Context: an optimization exercise on an open-source flow, tuned for a short achievable clock period and few clock cycles per item. The choices shown serve that exercise and are no tape-out recipe. At most, simulation tests tie the RTL to the original design; equivalence was not proved. Only the layout flow was run in runs 2 and 3; the RTL was not checked for function there. Power is estimated from default activity; no workload was simulated.

## flow/design.v (module list and top-level ports; edited modules follow where they fit)
// module jump_trajectory_profiler_top: 1138 lines
module jump_trajectory_profiler_top #(
    parameter int POS_BITS  = POS_BITS_DEF,
    parameter int FRAC_BITS = FRAC_BITS_DEF,
    localparam int CFG_W    = (POS_BITS > TICK_W) ? POS_BITS : TICK_W
) (
    input  logic                       i_clk,
    input  logic                       i_rst_n,
    input  logic                       i_cfg_wr_en,
    input  logic [CFG_IDX_W-1:0]       i_cfg_addr,
    input  logic [CFG_W-1:0]           i_cfg_wr_data,
    input  logic                       i_in_valid,
    output logic                       o_in_stall,
    input  logic                       i_command,
    input  logic signed [POS_BITS-1:0] i_start_height,
    output logic                       o_out_valid,
    input  logic                       i_out_stall,
    output logic signed [POS_BITS-1:0] o_target_x,
    output logic signed [POS_BITS-1:0] o_target_z,
    output logic [PHASE_W-1:0]         o_phase
);
  // ...
==> flow/flow/run.sh <==
#!/bin/bash
set -euo pipefail
read -r -a ARGS < flow/make_args.txt
bash standard.sh "${ARGS[@]}" finish > standard_flow.log 2>&1
==> flow/flow/make_args.txt <==
SETUP_SLACK_MARGIN=6.9 CTS_CLUSTER_SIZE=30 CTS_CLUSTER_DIAMETER=120
==> flow/standard.sh <==
#!/bin/bash
# synth_recipe.tcl (not shown) runs the flow's synth.tcl, then flattens the netlist and writes it again
# the make line also repeats each setting of config.mk as NAME=value (left out here)
make -C /OpenROAD-flow-scripts/flow DESIGN_CONFIG=/design/flow/config.mk WORK_HOME=/design/flow/orfs CLKGATE_MAP_FILE= SYNTH_SCRIPT=/design/flow/synth_recipe.tcl "${@:-finish}"
==> flow/config.mk <==
export PLATFORM = sky130hd
export DESIGN_NAME = jump_trajectory_profiler_top
export DESIGN_NICKNAME = jump_trajectory_profiler_top
export VERILOG_FILES = /design/flow/design.v
export SDC_FILE = /design/flow/constraint.sdc
export NUM_CORES = 4
export LEC_CHECK = 0
export CAP_MARGIN = 20
export CORE_MARGIN = 2
export CORE_UTILIZATION = 40
export SLEW_MARGIN = 20
==> flow/constraint.sdc <==
create_clock -name core_clock -period 10.0 [get_ports {i_clk}]
set_input_delay 2.0000 -clock core_clock [delete_from_list [all_inputs] [get_ports {i_clk}]]
set_output_delay 2.0000 -clock core_clock [all_outputs]
set_load 0.01 [all_outputs]
==> summary.md, run 1 <==
| Metric | Value |
|---|---|
| Fraction of area in multi-input gates | 46.9% |
| Largest family of logic cells by synthesized area | adder cells |
| Placed inst area | 163000 µm² |
| Synth cell types | 93 |
| Busiest grt layer | met2 |
| Placed insts | 18826 |
| Sw Share | 38.9% |
| Synth Instances | 13832 |
| Layout Cells excl Fill | 19667 |
| CP Cell Sequence | buf_2 |
| Clock buffers | 167 |
| Signal buf overhead | 4.44% |
| Biggest area consumer among synthesized cells | dfxtp_1 |
| Run status | no timing/DRC/antenna violations |
| Die height | 629 µm |
| Most frequent cells in the layout | dfxtp_1, inv_1, ha_1 |
| First-pass GRT wire length | 627000 µm |
| Initial antenna violation count | 35 |
| Yosys warnings | 16 |
| Number of enable flip-flop cells after synthesis | 838 |
| Clock-cell share of area | 2.02% |
| Crit. Startpoint | r_out[35] |
| Seq. pwr | 16.7 mW |
| Levels on crit path | 1 |
| # rows | 229 |
| Ports | 86 |
| Pwr/cell area | 246 nW/µm² |
| Synth Area in Compound Gates | 9.54% |
| Final worst clock skew | 0.122 ns |
| Post-Synth Adder-Cell Area | 21.7% |
| Post-route cell area | 179000 µm² |
| Root Buffer | clkbuf_16 |
| Gate power share | 47.4% |
| Hold EP | d4_sat |
Testbench counts, summed over its fixed seeds: cycles 8,518, items 7,934.
==> run 2, diff against run 1 <==
--- a/flow/design.v
+++ b/flow/design.v
@@ -132,77 +132,142 @@
         r_dz_lift  <= {r_fh[17], r_fh} - {r_ch[17], r_ch};
         r_dz_land  <= {r_ch[17], r_ch} - {r_fh[17], r_fh};
         r_dz_rise  <= {r_rh[17], r_rh} - {r_ch[17], r_ch};
         r_ndx_land <= 19'd0 - {r_bd[17], r_bd};
     end
     logic [19:0] r_kc [1:7];
     logic [19:0] w_xc;
     assign w_xc = 20'(r_c);
-    logic [19:0] r_c3, r_c5, r_c7;
+    logic [19:0] w_c3a, w_c3b;
+    assign w_c3a = (w_xc << 1);
+    assign w_c3b = (w_xc << 0);
+    logic [10:0] r_c3_lo;
+    logic [19:0] r_c3;
+    always_ff @(posedge i_clk) begin
+        r_c3_lo <= {1'b0, w_c3a[9:0]} + {1'b0, w_c3b[9:0]} + 11'(0);
+        r_c3    <= {w_c3a[19:10] + w_c3b[19:10] + 10'(r_c3_lo[10]), r_c3_lo[9:0]};
+    end
+    logic [19:0] w_c5a, w_c5b;
+    assign w_c5a = (w_xc << 2);
+    assign w_c5b = (w_xc << 0);
+    logic [10:0] r_c5_lo;
+    logic [19:0] r_c5;
+    always_ff @(posedge i_clk) begin
+        r_c5_lo <= {1'b0, w_c5a[9:0]} + {1'b0, w_c5b[9:0]} + 11'(0);
+        r_c5    <= {w_c5a[19:10] + w_c5b[19:10] + 10'(r_c5_lo[10]), r_c5_lo[9:0]};
+    end
+    logic [19:0] w_c7a, w_c7b;
+    assign w_c7a = (w_xc << 3);
+    assign w_c7b = ~(w_xc << 0);
+    logic [10:0] r_c7_lo;
+    logic [19:0] r_c7;
     always_ff @(posedge i_clk) begin
-        r_c3 <= (w_xc << 1) + w_xc;
-        r_c5 <= (w_xc << 2) + w_xc;
-        r_c7 <= (w_xc << 3) - w_xc;
+        r_c7_lo <= {1'b0, w_c7a[9:0]} + {1'b0, w_c7b[9:0]} + 11'(1);
+        r_c7    <= {w_c7a[19:10] + w_c7b[19:10] + 10'(r_c7_lo[10]), r_c7_lo[9:0]};
     end
     assign r_kc[1] = w_xc;
     assign r_kc[2] = w_xc << 1;
     assign r_kc[3] = r_c3;
     assign r_kc[4] = w_xc << 2;
     assign r_kc[5] = r_c5;
     assign r_kc[6] = r_c3 << 1;
     assign r_kc[7] = r_c7;
     logic [19:0] r_kl [1:7];
     logic [19:0] w_xl;
     assign w_xl = 20'(r_l);
-    logic [19:0] r_l3, r_l5, r_l7;
+    logic [19:0] w_l3a, w_l3b;
+    assign w_l3a = (w_xl << 1);
+    assign w_l3b = (w_xl << 0);
+    logic [10:0] r_l3_lo;
+    logic [19:0] r_l3;
+    always_ff @(posedge i_clk) begin
+        r_l3_lo <= {1'b0, w_l3a[9:0]} + {1'b0, w_l3b[9:0]} + 11'(0);
+        r_l3    <= {w_l3a[19:10] + w_l3b[19:10] + 10'(r_l3_lo[10]), r_l3_lo[9:0]};
+    end
+    logic [19:0] w_l5a, w_l5b;
+    assign w_l5a = (w_xl << 2);
+    assign w_l5b = (w_xl << 0);
+    logic [10:0] r_l5_lo;
+    logic [19:0] r_l5;
+    always_ff @(posedge i_clk) begin
+        r_l5_lo <= {1'b0, w_l5a[9:0]} + {1'b0, w_l5b[9:0]} + 11'(0);
+        r_l5    <= {w_l5a[19:10] + w_l5b[19:10] + 10'(r_l5_lo[10]), r_l5_lo[9:0]};
+    end
+    logic [19:0] w_l7a, w_l7b;
+    assign w_l7a = (w_xl << 3);
+    assign w_l7b = ~(w_xl << 0);
+    logic [10:0] r_l7_lo;
+    logic [19:0] r_l7;
     always_ff @(posedge i_clk) begin
-        r_l3 <= (w_xl << 1) + w_xl;
-        r_l5 <= (w_xl << 2) + w_xl;
-        r_l7 <= (w_xl << 3) - w_xl;
+        r_l7_lo <= {1'b0, w_l7a[9:0]} + {1'b0, w_l7b[9:0]} + 11'(1);
+        r_l7    <= {w_l7a[19:10] + w_l7b[19:10] + 10'(r_l7_lo[10]), r_l7_lo[9:0]};
     end
     assign r_kl[1] = w_xl;
     assign r_kl[2] = w_xl << 1;
     assign r_kl[3] = r_l3;
     assign r_kl[4] = w_xl << 2;
     assign r_kl[5] = r_l5;
     assign r_kl[6] = r_l3 << 1;
     assign r_kl[7] = r_l7;
     logic [19:0] r_kd [1:7];
     logic [19:0] w_xd;
     assign w_xd = 20'(r_d);
-    logic [19:0] r_d3, r_d5, r_d7;
+    logic [19:0] w_d3a, w_d3b;
+    assign w_d3a = (w_xd << 1);
+    assign w_d3b = (w_xd << 0);
+    logic [10:0] r_d3_lo;
+    logic [19:0] r_d3;
+    always_ff @(posedge i_clk) begin
+        r_d3_lo <= {1'b0, w_d3a[9:0]} + {1'b0, w_d3b[9:0]} + 11'(0);
+        r_d3    <= {w_d3a[19:10] + w_d3b[19:10] + 10'(r_d3_lo[10]), r_d3_lo[9:0]};
+    end
+    logic [19:0] w_d5a, w_d5b;
+    assign w_d5a = (w_xd << 2);
+    assign w_d5b = (w_xd << 0);
+    logic [10:0] r_d5_lo;
+    logic [19:0] r_d5;
+    always_ff @(posedge i_clk) begin
+        r_d5_lo <= {1'b0, w_d5a[9:0]} + {1'b0, w_d5b[9:0]} + 11'(0);
+        r_d5    <= {w_d5a[19:10] + w_d5b[19:10] + 10'(r_d5_lo[10]), r_d5_lo[9:0]};
+    end
+    logic [19:0] w_d7a, w_d7b;
+    assign w_d7a = (w_xd << 3);
+    assign w_d7b = ~(w_xd << 0);
+    logic [10:0] r_d7_lo;
+    logic [19:0] r_d7;
     always_ff @(posedge i_clk) begin
-        r_d3 <= (w_xd << 1) + w_xd;
-        r_d5 <= (w_xd << 2) + w_xd;
-        r_d7 <= (w_xd << 3) - w_xd;
+        r_d7_lo <= {1'b0, w_d7a[9:0]} + {1'b0, w_d7b[9:0]} + 11'(1);
+        r_d7    <= {w_d7a[19:10] + w_d7b[19:10] + 10'(r_d7_lo[10]), r_d7_lo[9:0]};
     end
     assign r_kd[1] = w_xd;
     assign r_kd[2] = w_xd << 1;
     assign r_kd[3] = r_d3;
     assign r_kd[4] = w_xd << 2;
     assign r_kd[5] = r_d5;
     assign r_kd[6] = r_d3 << 1;
     assign r_kd[7] = r_d7;
     logic       r_stall, r_ov;
-    logic [4:0] r_cnt, n_cnt;
+    logic [4:0] r_cnt, n_cnt, w_cnt_up, w_cnt_dn;
+    assign w_cnt_up = r_cnt + 5'd1;
+    assign w_cnt_dn = r_cnt - 5'd1;
     logic       w_acc, w_take, w_rst_any;
     assign w_acc     = i_in_valid && !r_stall;
     assign w_take    = r_ov && !i_out_stall;
     assign w_rst_any = !i_rst_n || r_rst_d;
     logic w_full;
     always_comb begin
         w_full = r_cnt >= 5'(CAP);
         if (w_acc && !w_take) w_full = r_cnt >= 5'(CAP - 1);
         if (!w_acc && w_take) w_full = r_cnt >= 5'(CAP + 1);
     end
     always_comb begin
         n_cnt = r_cnt;
-        if (w_acc && !w_take) n_cnt = r_cnt + 5'd1;
-        if (!w_acc && w_take) n_cnt = r_cnt - 5'd1;
+        if (w_acc && !w_take) n_cnt = w_cnt_up;
+        if (!w_acc && w_take) n_cnt = w_cnt_dn;
         if (w_rst_any) n_cnt = '0;
     end
     always_ff @(posedge i_clk) begin
         r_cnt   <= n_cnt;
         r_stall <= w_rst_any || r_rst_d2 || i_cfg_wr_en || r_wr_d || w_full;
     end
     assign o_in_stall = r_stall;
     logic [17:0] r_tick, r_entry;
@@ -250,23 +315,25 @@
             w_num = w_yh[16:0];
             w_sel = 3'b100;
         end
     end
     logic        s1_v, s1_skip;
     logic [2:0]  s1_ph, s1_sel;
     logic [17:0] s1_entry;
     logic [16:0] s1_num;
+    logic [15:0] s1_den;
     always_ff @(posedge i_clk) begin
         s1_v     <= w_acc && !r_rst_d;
         s1_skip  <= !i_command || !w_lt;
         s1_ph    <= w_ph;
         s1_sel   <= w_sel;
         s1_entry <= r_entry;
         s1_num   <= w_num;
+        s1_den   <= ({16{w_sel[0]}} & r_c) | ({16{w_sel[1]}} & r_l) | ({16{w_sel[2]}} & r_d);
     end
     logic [0:0] s2_v;
     logic [0:0] s2_skip;
     logic [2:0] s2_ph;
     logic [17:0] s2_entry;
     always_ff @(posedge i_clk) begin
         s2_v <= s1_v && !r_rst_d;
         s2_skip <= s1_skip;
@@ -274,21 +341,19 @@
         s2_entry <= s1_entry;
     end
     logic [19:0] s2_mo1;
     logic [19:0] s2_mo3;
     logic [19:0] s2_mo5;
     logic [19:0] s2_mo7;
     logic [16:0] s2_num;
     logic        s2_sat;
-    logic [15:0] w_den;
-    assign w_den = ({16{s1_sel[0]}} & r_c) | ({16{s1_sel[1]}} & r_l) | ({16{s1_sel[2]}} & r_d);
     always_ff @(posedge i_clk) begin
         s2_num <= s1_num;
-        s2_sat <= s1_num >= {1'b0, w_den};
+        s2_sat <= s1_num >= {1'b0, s1_den};
         s2_mo1 <= ({20{s1_sel[0]}} & r_kc[1]) | ({20{s1_sel[1]}} & r_kl[1]) | ({20{s1_sel[2]}} & r_kd[1]);
         s2_mo3 <= ({20{s1_sel[0]}} & r_kc[3]) | ({20{s1_sel[1]}} & r_kl[3]) | ({20{s1_sel[2]}} & r_kd[3]);
         s2_mo5 <= ({20{s1_sel[0]}} & r_kc[5]) | ({20{s1_sel[1]}} & r_kl[5]) | ({20{s1_sel[2]}} & r_kd[5]);
         s2_mo7 <= ({20{s1_sel[0]}} & r_kc[7]) | ({20{s1_sel[1]}} & r_kl[7]) | ({20{s1_sel[2]}} & r_kd[7]);
     end
     logic [0:0] d1_v;
     logic [0:0] d1_skip;
     logic [2:0] d1_ph;
@@ -1163,43 +1228,51 @@
         end else if (m3b_v && !m3b_skip) begin
             r_held_x <= w_x;
             r_held_z <= w_z;
         end
     end
     logic [38:0]    r_q [0:FD-1];
     logic [FAW-1:0] r_wp, r_rp;
     logic           r_ne;           
-    logic [FAW:0]   r_fc, n_fc;
+    logic [FAW:0]   r_fc, n_fc, w_fc_up, w_fc_dn;
+    logic           n_ne, w_fc_gt1;
+    assign w_fc_up  = r_fc + 1'b1;
+    assign w_fc_dn  = r_fc - 1'b1;
+    assign w_fc_gt1 = r_fc > (FAW+1)'(1);
     logic           w_free, w_load;
     assign w_free = !r_ov || !i_out_stall;
     assign w_load = w_free && (r_ne || w_res_v);
     always_comb begin
         n_fc = r_fc;
-        if (w_res_v && !w_load) n_fc = r_fc + 1'b1;
-        if (!w_res_v && w_load) n_fc = r_fc - 1'b1;
+        n_ne = r_ne;
+        if (w_res_v && !w_load) begin n_fc = w_fc_up; n_ne = 1'b1; end
+        if (!w_res_v && w_load) begin n_fc = w_fc_dn; n_ne = w_fc_gt1; end
     end
     always_ff @(posedge i_clk) begin
         if (w_res_v) r_q[r_wp] <= w_res;
     end
     always_ff @(posedge i_clk) begin
         if (w_rst_any) begin
             r_wp <= '0;
             r_rp <= '0;
             r_fc <= '0;
             r_ne <= 1'b0;
             r_ov <= 1'b0;
         end else begin
             if (w_res_v) r_wp <= (r_wp == FAW'(FD - 1)) ? '0 : r_wp + 1'b1;
             if (w_load)  r_rp <= (r_rp == FAW'(FD - 1)) ? '0 : r_rp + 1'b1;
             r_fc <= n_fc;
-            r_ne <= (n_fc != '0);
+            r_ne <= n_ne;
             if (w_free) r_ov <= r_ne || w_res_v;
         end
     end
-    logic [38:0] r_out, w_out_n;
+    logic [38:0] r_out, r_out_b, w_out_n;
     assign w_out_n = r_ne ? r_q[r_rp] : w_res;
-    always_ff @(posedge i_clk) r_out <= ({39{w_free}} & w_out_n) | ({39{!w_free}} & r_out);
+    always_ff @(posedge i_clk) begin
+        r_out   <= w_free ? w_out_n : r_out_b;
+        r_out_b <= w_free ? w_out_n : r_out;
+    end
     assign o_out_valid = r_ov;
     assign o_target_x  = r_out[38:21];
     assign o_target_z  = r_out[20:3];
     assign o_phase     = r_out[2:0];
 endmodule
==> flow/flow/make_args.txt (replaced) <==
SETUP_SLACK_MARGIN=6.9 CTS_CLUSTER_SIZE=25 CTS_CLUSTER_DIAMETER=100 MATCH_CELL_FOOTPRINT=0
==> run 2 against run 1 <==
  * Cell area grew 1.8%
  * Clock power grew 18%
  * Still clean on timing, DRC and antenna
  * Critical path type unchanged
  * Worst hold slack gained 0.073 ns
==> summary.md, run 2 <==
| Metric | Value |
|---|---|
| Fin. max-slew vios | 0 (unchanged) |
| Initial core utilization | 40.2% (about the same) |
| Crit Reg-Reg Startpoint | r_tick[0] (was r_l[1]) |
| FF+latch count, synth | 3245 (was 3100) |
| Worst Tran Pin Value | 1.08 ns (about the same) |
| Met2 Usage GRT | 32.8% (was 34.9%) |
| Synth cell types | 109 (was 93) |
| CP Cell Sequence | buf_6 (was buf_2) |
| Peak per-stage delay on the critical path | 0.42 ns (was 0.51 ns) |
| Hold path depth | 0 (unchanged) |
| Routed len/inst | 21.2 µm (was 21.6 µm) |
| Total CTS buffers | 161 (was 123) |
| Worst VDD drop | 0.446 mV (was 0.195 mV) |
| Drt total wl | 427000 µm (was 425000 µm) |
| Grt total ovfl | 0 (unchanged) |
| Commonest non-fill, non-tap cell in the layout | dfxtp_1 (unchanged) |
| Setup TNS | 0 ns (unchanged) |
| Port buffer count | 85 (unchanged) |
| Post-route ant nets | 0 (unchanged) |
| Pwr Total | 50.1 mW (was 43.9 mW) |
| Vias in the first global route | 104286 (was 101400) |
| CP Launch Type | flop (unchanged) |
| Hold EP | m2x_entry[13] (was d4_sat) |
| Latest clock arrival within the worst-skew pair | 0.94 ns (was 1.02 ns) |
| Max clock buf depth | 4 (unchanged) |
| Max reg flops | 663 (unchanged) |
| Largest net degree at the start of global routing | 77 (was 147) |
| Largest delay share family, worst path | flip-flops (unchanged) |
| Hold crit path type | flop to flop (unchanged) |
| Crit path kind | flop to primary output (unchanged) |
| Clock transition at path regs | 0.10 ns (was 0.11 ns) |
| Tcrit/Tclk final | 34.7% (was 36.3%) |
| Top post-synthesis cells by area | dfxtp_1, edfxtp_1, fa_1 (unchanged) |
| Mapped Area | 162000 µm² (was 156000 µm²) |
| Ports | 86 (unchanged) |
| Root Buffer | clkbuf_16 (unchanged) |
| Most common library cells after synthesis | dfxtp_1, inv_1, ha_1 (unchanged) |
| Die height | 640 µm (was 629 µm) |
| Initial antenna violation count | 24 (was 35) |
| DRT Pass-1 Iters | 13 (was 7) |
| Die area | 409000 µm² (was 396000 µm²) |
| # DRC | 0 (unchanged) |
| Global Route Usage Sum | 20.2% (was 20.6%) |
| TritonCTS clock tree | built (unchanged) |
| Final #Nets | 16971 (was 16615) |
| Synth Instances | 14369 (was 13832) |
| Hold buffer count at cts | 0 (unchanged) |
| Fillers | 37188 (was 35811) |
| CTS Sinks | 3245 (was 3100) |
| Biggest area consumer among synthesized cells | dfxtp_1 (unchanged) |
| Met1 Use GR | 28.1% (was 28.0%) |
| Detailed Place HPWL | 297000 µm (was 293000 µm) |
| Worst endpoint required time | 8.00 ns (about the same) |
| Slew HR | 27.9% (was 27.7%) |
| Core area | 402000 µm² (was 389000 µm²) |
| Hold_sp | m2a_entry[13] (was d3_sat) |
| Initial drt markers | 8306 (was 8453) |
| Final setup vio count | 0 (unchanged) |
| Setup crit end kind | primary output (unchanged) |
| Slowest cell on crit path | dfxtp_4 (was edfxtp_1) |
| Worst EP arrival | 1.47 ns (was 1.63 ns) |
| Vias | 105185 (was 102476) |
| Ys flop type | dfxtp_1 (unchanged) |
| Run status | no timing/DRC/antenna violations (unchanged) |
| Worst r2r path cells | 16 (unchanged) |
| Async SR Flop Fraction | 0% (unchanged) |
| Reg-to-reg critical path endpoint | s1_den[0] (was r_kl[3][16]) |
| Leak Pwr | 76.1 nW (was 75.0 nW) |
| Worst Path Buf+Inv | 1 (unchanged) |
| Drt via density | 5.23 (was 5.21) |
| H-tree levels | 4 (was 3) |
| Crit Path Max Fanout | 2 (was 1) |
| Count leader, synth | dfxtp_1 (unchanged) |
| Final GP Congestion | 0.911 (was 0.898) |
| Number of enable flip-flop cells after synthesis | 799 (was 838) |
| Min Tclk post-route | 3.47 ns (was 3.63 ns) |
| # rows | 233 (was 229) |
| Reg2Reg Setup Slack | 6.54 ns (was 6.59 ns) |
| Multi-input gate area | 84200 µm² (was 83800 µm²) |
| Syn avg cell area | 11.2 µm² (was 11.3 µm²) |
| Met3 usage | 2.28% (was 1.76%) |
| Final Hold Viols | 0 (unchanged) |
| Yosys warnings | 16 (unchanged) |
| Reg area | 73600 µm² (was 71000 µm²) |
| Busiest grt layer | met2 (unchanged) |
| Peak Freq | 288 MHz (was 276 MHz) |
| Most flops, register | r_q (unchanged) |
| First-pass GRT wire length | 635000 µm (was 627000 µm) |
| Area delta synth->final | 12.6% (was 14.4%) |
| Pwr/cell area | 276 nW/µm² (was 246 nW/µm²) |
| Area share of the largest cell type after synthesis | 30.3% (was 29.0%) |
| Most frequent cells in the layout | dfxtp_1, inv_1, ha_1 (unchanged) |
| Max-cap violation count | 0 (unchanged) |
| Die X | 640 µm (was 629 µm) |
| Final worst clock skew | 0.0796 ns (was 0.122 ns) |
| Fraction of layout cells with a size suffix above 1 | 13.0% (was 16.0%) |
| Seq/Total Area, Yosys | 45.2% (was 45.1%) |
| RSZ-0062 raised after global routing | yes (unchanged) |
==> run 2: final cells by class <==
type                    instances  share of cell area [%]
diodes                         19                  0.0261
well taps                    5287                    3.64
repair buffers                620                    3.59
clock buffers                 209                    2.34
flip-flops and latches       3245                    40.4
clock inverters                33                   0.280
inverters                    1643                    3.41
multi-input cells            9072                    46.3
==> run 2: worst max-delay path by stage <==
stage | from | endpoint | slack, ns | cells past startpoint
5_1_grt | r_tick[0] | s1_den[15] | 6.43 | 16
2_1_floorplan | i_in_valid | r_cnt[4] | 6.34 | 10
3_3_place_gp | i_out_stall | r_cnt[4] | 4.82 | 10
6_report | r_out[6] | o_target_z[3] | 6.53 | 1
3_5_place_dp | i_out_stall | r_cnt[4] | 4.88 | 10
4_1_cts | r_out[6] | o_target_z[3] | 6.46 | 1
==> run 2: where the power goes <==
group          switching [mW]  internal, mW
sequential               1.69          15.9
clock                    4.34          3.18
combinational            13.7          11.3
==> run 2: repair_timing <==
item / CTS / global route
cloned: 19 / 20
setup endpoints to repair: 704 / 726
buffers inserted: 231 / 167
pin swaps: 173 / 299
resized for setup: 935 / 495
==> run 2: through the flow <==
stage          std cells  hold WS [ns]  setup WS, ns  util (%)  area, µm²
4_1_cts            19921         0.318          6.46      44.3     178000
3_5_place_dp       19429         0.312          4.88      41.9     169000
2_1_floorplan      14370         0.310          6.34         -     162000
3_3_place_gp       19428         0.309          4.82      41.9     169000
5_1_grt            20117         0.321          6.43      45.2     182000
6_report           20128         0.308          6.53      45.2     182000
==> run 2: metal layers <==
metal	routed length (µm)	up-vias
met4	15500	0
met1	192000	52089
met3	23500	617
li1	-	49757
met5	0	-
met2	196000	2722
==> run 2: cell families after synthesis <==
kind of cell	synth area share (%)
and+or+nand+nor	10.9
xor gates and xnor gates	4.30
adders and majority gates	21.2
AOI/OAI and AO/OA	9.97
DFF	45.2
other	0.00232
muxes	3.57
buffers and inverters	4.84
==> run 3, diff against run 2 <==
==> flow/flow/make_args.txt (replaced) <==
SETUP_SLACK_MARGIN=6.9 CTS_CLUSTER_SIZE=25 CTS_CLUSTER_DIAMETER=100 MATCH_CELL_FOOTPRINT=0 CORE_UTILIZATION=55
==> run 3 against run 2 <==
  * Still clean on timing, DRC and antenna
  * Core utilization rose by 17 points
  * Non-clock buffer count shrank 5
  * Wire length is 7.5% higher
  * Worst setup slack lost 0.028 ns
  * Power is 2.9% higher
==> summary.md, run 3 <==
| Metric | Value |
|---|---|
| Core area | 292000 µm² (was 402000 µm²) |
| Detailed Place HPWL | 315000 µm (was 297000 µm) |
| Vias in the first global route | 109752 (was 104286) |
| Final #Nets | 16985 (was 16971) |
| Peak per-stage delay on the critical path | 0.44 ns (was 0.42 ns) |
| Worst EP arrival | 1.50 ns (was 1.47 ns) |
| Most flops, register | r_q (unchanged) |
| Fraction of layout cells with a size suffix above 1 | 14.1% (was 13.0%) |
| Setup TNS | 0 ns (unchanged) |
| Drt via density | 5.77 (was 5.23) |
| Total CTS buffers | 164 (was 161) |
| FF+latch count, synth | 3245 (unchanged) |
| Root Buffer | clkbuf_16 (unchanged) |
| RSZ-0062 raised after global routing | yes (unchanged) |
| Slew HR | 20.4% (was 27.9%) |
| CP Cell Sequence | buf_6 (unchanged) |
| Fillers | 23408 (was 37188) |
| Clock transition at path regs | 0.10 ns (about the same) |
| Largest net degree at the start of global routing | 77 (unchanged) |
| Seq/Total Area, Yosys | 45.2% (unchanged) |
| Die area | 298000 µm² (was 409000 µm²) |
| Ports | 86 (unchanged) |
| Commonest non-fill, non-tap cell in the layout | dfxtp_1 (unchanged) |
| Global Route Usage Sum | 29.9% (was 20.2%) |
| Tcrit/Tclk final | 35.0% (was 34.7%) |
| Synth Instances | 14369 (unchanged) |
| Leak Pwr | 76.4 nW (was 76.1 nW) |
| Run status | no timing/DRC/antenna violations (unchanged) |
| Setup WS post-layout | 6.50 ns (was 6.53 ns) |
| Post-route cell area | 181000 µm² (was 182000 µm²) |
| Vias | 108228 (was 105185) |
| Yosys warnings | 16 (unchanged) |
| Worst endpoint required time | 8.00 ns (about the same) |
| Mapped Area | 162000 µm² (unchanged) |
| Crit path kind | flop to primary output (unchanged) |
| CTS Sinks | 3245 (unchanged) |
| Core Util, Final | 62.2% (was 45.2%) |
| Largest delay share family, worst path | flip-flops (unchanged) |
| Most frequent cells in the layout | dfxtp_1, inv_1, ha_1 (unchanged) |
| Post-route ant nets | 0 (unchanged) |
| Final GP Congestion | 0.939 (was 0.911) |
| Max reg flops | 663 (unchanged) |
| Die X | 546 µm (was 640 µm) |
| Peak Freq | 286 MHz (was 288 MHz) |
| Area delta synth->final | 12.2% (was 12.6%) |
| DRT Pass-1 Iters | 8 (was 13) |
| Final setup vio count | 0 (unchanged) |
| TritonCTS clock tree | built (unchanged) |
| Number of enable flip-flop cells after synthesis | 799 (unchanged) |
| Min Tclk post-route | 3.50 ns (was 3.47 ns) |
| Initial core utilization | 55.4% (was 40.2%) |
| Worst VDD drop | 0.672 mV (was 0.446 mV) |
| Grt total ovfl | 0 (unchanged) |
| Pwr Total | 51.6 mW (was 50.1 mW) |
| Syn avg cell area | 11.2 µm² (unchanged) |
| Async SR Flop Fraction | 0% (unchanged) |
| Placed inst area | 167000 µm² (was 169000 µm²) |
| Drt total wl | 459000 µm (was 427000 µm) |
| Hold crit path type | flop to flop (unchanged) |
| Crit Path Max Fanout | 2 (unchanged) |
| Count leader, synth | dfxtp_1 (unchanged) |
| Max-cap violation count | 0 (unchanged) |
| H-tree levels | 4 (unchanged) |
| CP Launch Type | flop (unchanged) |
| Final worst clock skew | 0.0907 ns (was 0.0796 ns) |
| Top post-synthesis cells by area | dfxtp_1, edfxtp_1, fa_1 (unchanged) |
| Slowest cell on crit path | dfxtp_4 (unchanged) |
| Worst Path Buf+Inv | 1 (unchanged) |
| Die height | 546 µm (was 640 µm) |
| Pwr/cell area | 285 nW/µm² (was 276 nW/µm²) |
| Area share of the largest cell type after synthesis | 30.3% (unchanged) |
| Max clock buf depth | 4 (unchanged) |
| Final Hold Viols | 0 (unchanged) |
| DP Worst Slack | 5.34 ns (was 4.88 ns) |
| Most common library cells after synthesis | dfxtp_1, inv_1, ha_1 (unchanged) |
| Initial drt markers | 8948 (was 8306) |
| Fin. max-slew vios | 0 (unchanged) |
| Setup crit end kind | primary output (unchanged) |
| Synth cell types | 109 (unchanged) |
| Ys flop type | dfxtp_1 (unchanged) |
| # DRC | 0 (unchanged) |
| Worst Tran Pin Value | 1.18 ns (was 1.08 ns) |
| First-pass GRT wire length | 678000 µm (was 635000 µm) |
| Latest clock arrival within the worst-skew pair | 0.93 ns (was 0.94 ns) |
| # rows | 198 (was 233) |
| Port buffer count | 85 (unchanged) |
| Routed len/inst | 24.4 µm (was 21.2 µm) |
| Initial antenna violation count | 24 (unchanged) |
| Biggest area consumer among synthesized cells | dfxtp_1 (unchanged) |
-- run 3: changes by cell type in the layout (fill, tap and decap cells not counted), moves of 11 or more --
cell / before / now
dfxtp_4: 109 / 95
clkbuf_1: 45 / 56
dfxtp_2: 147 / 173
dfxtp_1: 2190 / 2178
buf_4: 344 / 316
fa_2: 37 / 82
and2_1: 898 / 871
inv_2: 36 / 68
inv_1: 1595 / 1562
and2_2: 17 / 2
and2_4: 37 / 95
fa_1: 891 / 846
buf_12: 66 / 78
-- run 3: routing by layer --
metal | track usage [%] | routed length, µm | up-vias
li1 | - | - | 49769
met1 | 41.2 | 197000 | 54092
met2 | 48.7 | 211000 | 3536
met3 | 3.52 | 28800 | 823
met4 | 11.0 | 21700 | 8
met5 | 0 | 54 | -
-- run 3: what timing repair did --
item	4_1_cts	5_1_grt
hold buffers	0	0
gates resized for setup	1055	597
gates cloned	46	22
buffers inserted	262	145
endpoints found under the setup margin	1218	793
pin swaps	222	360
-- run 3: cells by family (layout without fill, tap and decap cells) --
family / Yosys count / in the layout / share of synthesized area [%]
compound gates: 2373 / 2375 / 9.97
xor+xnor: 793 / 793 / 4.30
fa+ha+maj: 2183 / 2183 / 21.2
buf+inv: 2059 / 2521 / 4.84
flops: 3245 / 3245 / 45.2
mux: 327 / 329 / 3.57
other cells: 1 / 21 / 0.00232
simple gates: 3388 / 3406 / 10.9
-- run 3: worst paths after layout --
path	endpoint	slack (ns)	cells past startpoint	from
worst min-delay path	m3x_bx[15]	0.28	0	m3a_bx[15]
worst min register to register	m3x_bx[15]	0.28	0	m3a_bx[15]
worst max register to register	s1_den[1]	6.61	15	r_tick[0]
worst max-delay path	o_target_z[13]	6.50	1	r_out[16]
-- run 3: report_power, final --
| part | internal [mW] | switching [mW] |
|---|---|---|
| Sequential | 15.9 | 1.79 |
| Combinational | 11.6 | 14.6 |
| Clock | 3.26 | 4.35 |
-- run 3: stage by stage --
stage | instances | hold WS, ns
after floorplan | 14370 | 0.310
after global placement | 18015 | 0.310
after detailed placement | 18016 | 0.312
after CTS | 18587 | 0.284
after global routing | 18756 | 0.299
final | 18773 | 0.278
-- run 3: area by class of cell --
class                           count  area (µm²)  area share [%]
Multi-Input combinational cell   9088       84900            46.8
Sequential cell                  3245       73500            40.6
Timing Repair Buffer              615        6790            3.74
Inverter                         1643        6200            3.42
Tap cell                         3900        4880            2.69
Clock buffer                      226        4430            2.44
Clock inverter                     37         505           0.279
Antenna cell                       19        47.5          0.0262

[separate check: timing with driven ports]
Ports are ideal in the flow. The routed layouts listed here were re-timed in OpenROAD.
Step 1 (the two cells are an assumption about what drives the block):
set clk [get_ports {i_clk}]
set_driving_cell -lib_cell sky130_fd_sc_hd__clkbuf_16 $clk
set_driving_cell -lib_cell sky130_fd_sc_hd__buf_2 [delete_from_list [all_inputs] $clk]
Step 2 times the ports against the registers' clock, not the clock port: input delays grow and output delays shrink by t, the midpoint of the rising clock arrivals with the driver on.
Three values: ideal ports, drivers, drivers and shift; two values: the first two.
| run | t (ns) | slack for setup (ns) | clock arrival spread, ns | worst register clock-pin slew, ns |
|---|---|---|---|---|
| run 1 | 1.063 | 6.372 / 6.263 / 5.836 | 0.140 / 0.140 | 0.13 / 0.13 |
| run 2 | 1.016 | 6.530 / 6.418 / 5.945 | 0.097 / 0.098 | 0.11 / 0.11 |
| run 3 | 0.987 | 6.501 / 6.398 / 5.991 | 0.090 / 0.090 | 0.10 / 0.10 |
After both steps every run listed still meets setup and hold. For run 2, which loses most, drivers alone change the setup slack by -0.112 ns; drivers and shift together by -0.585 ns.
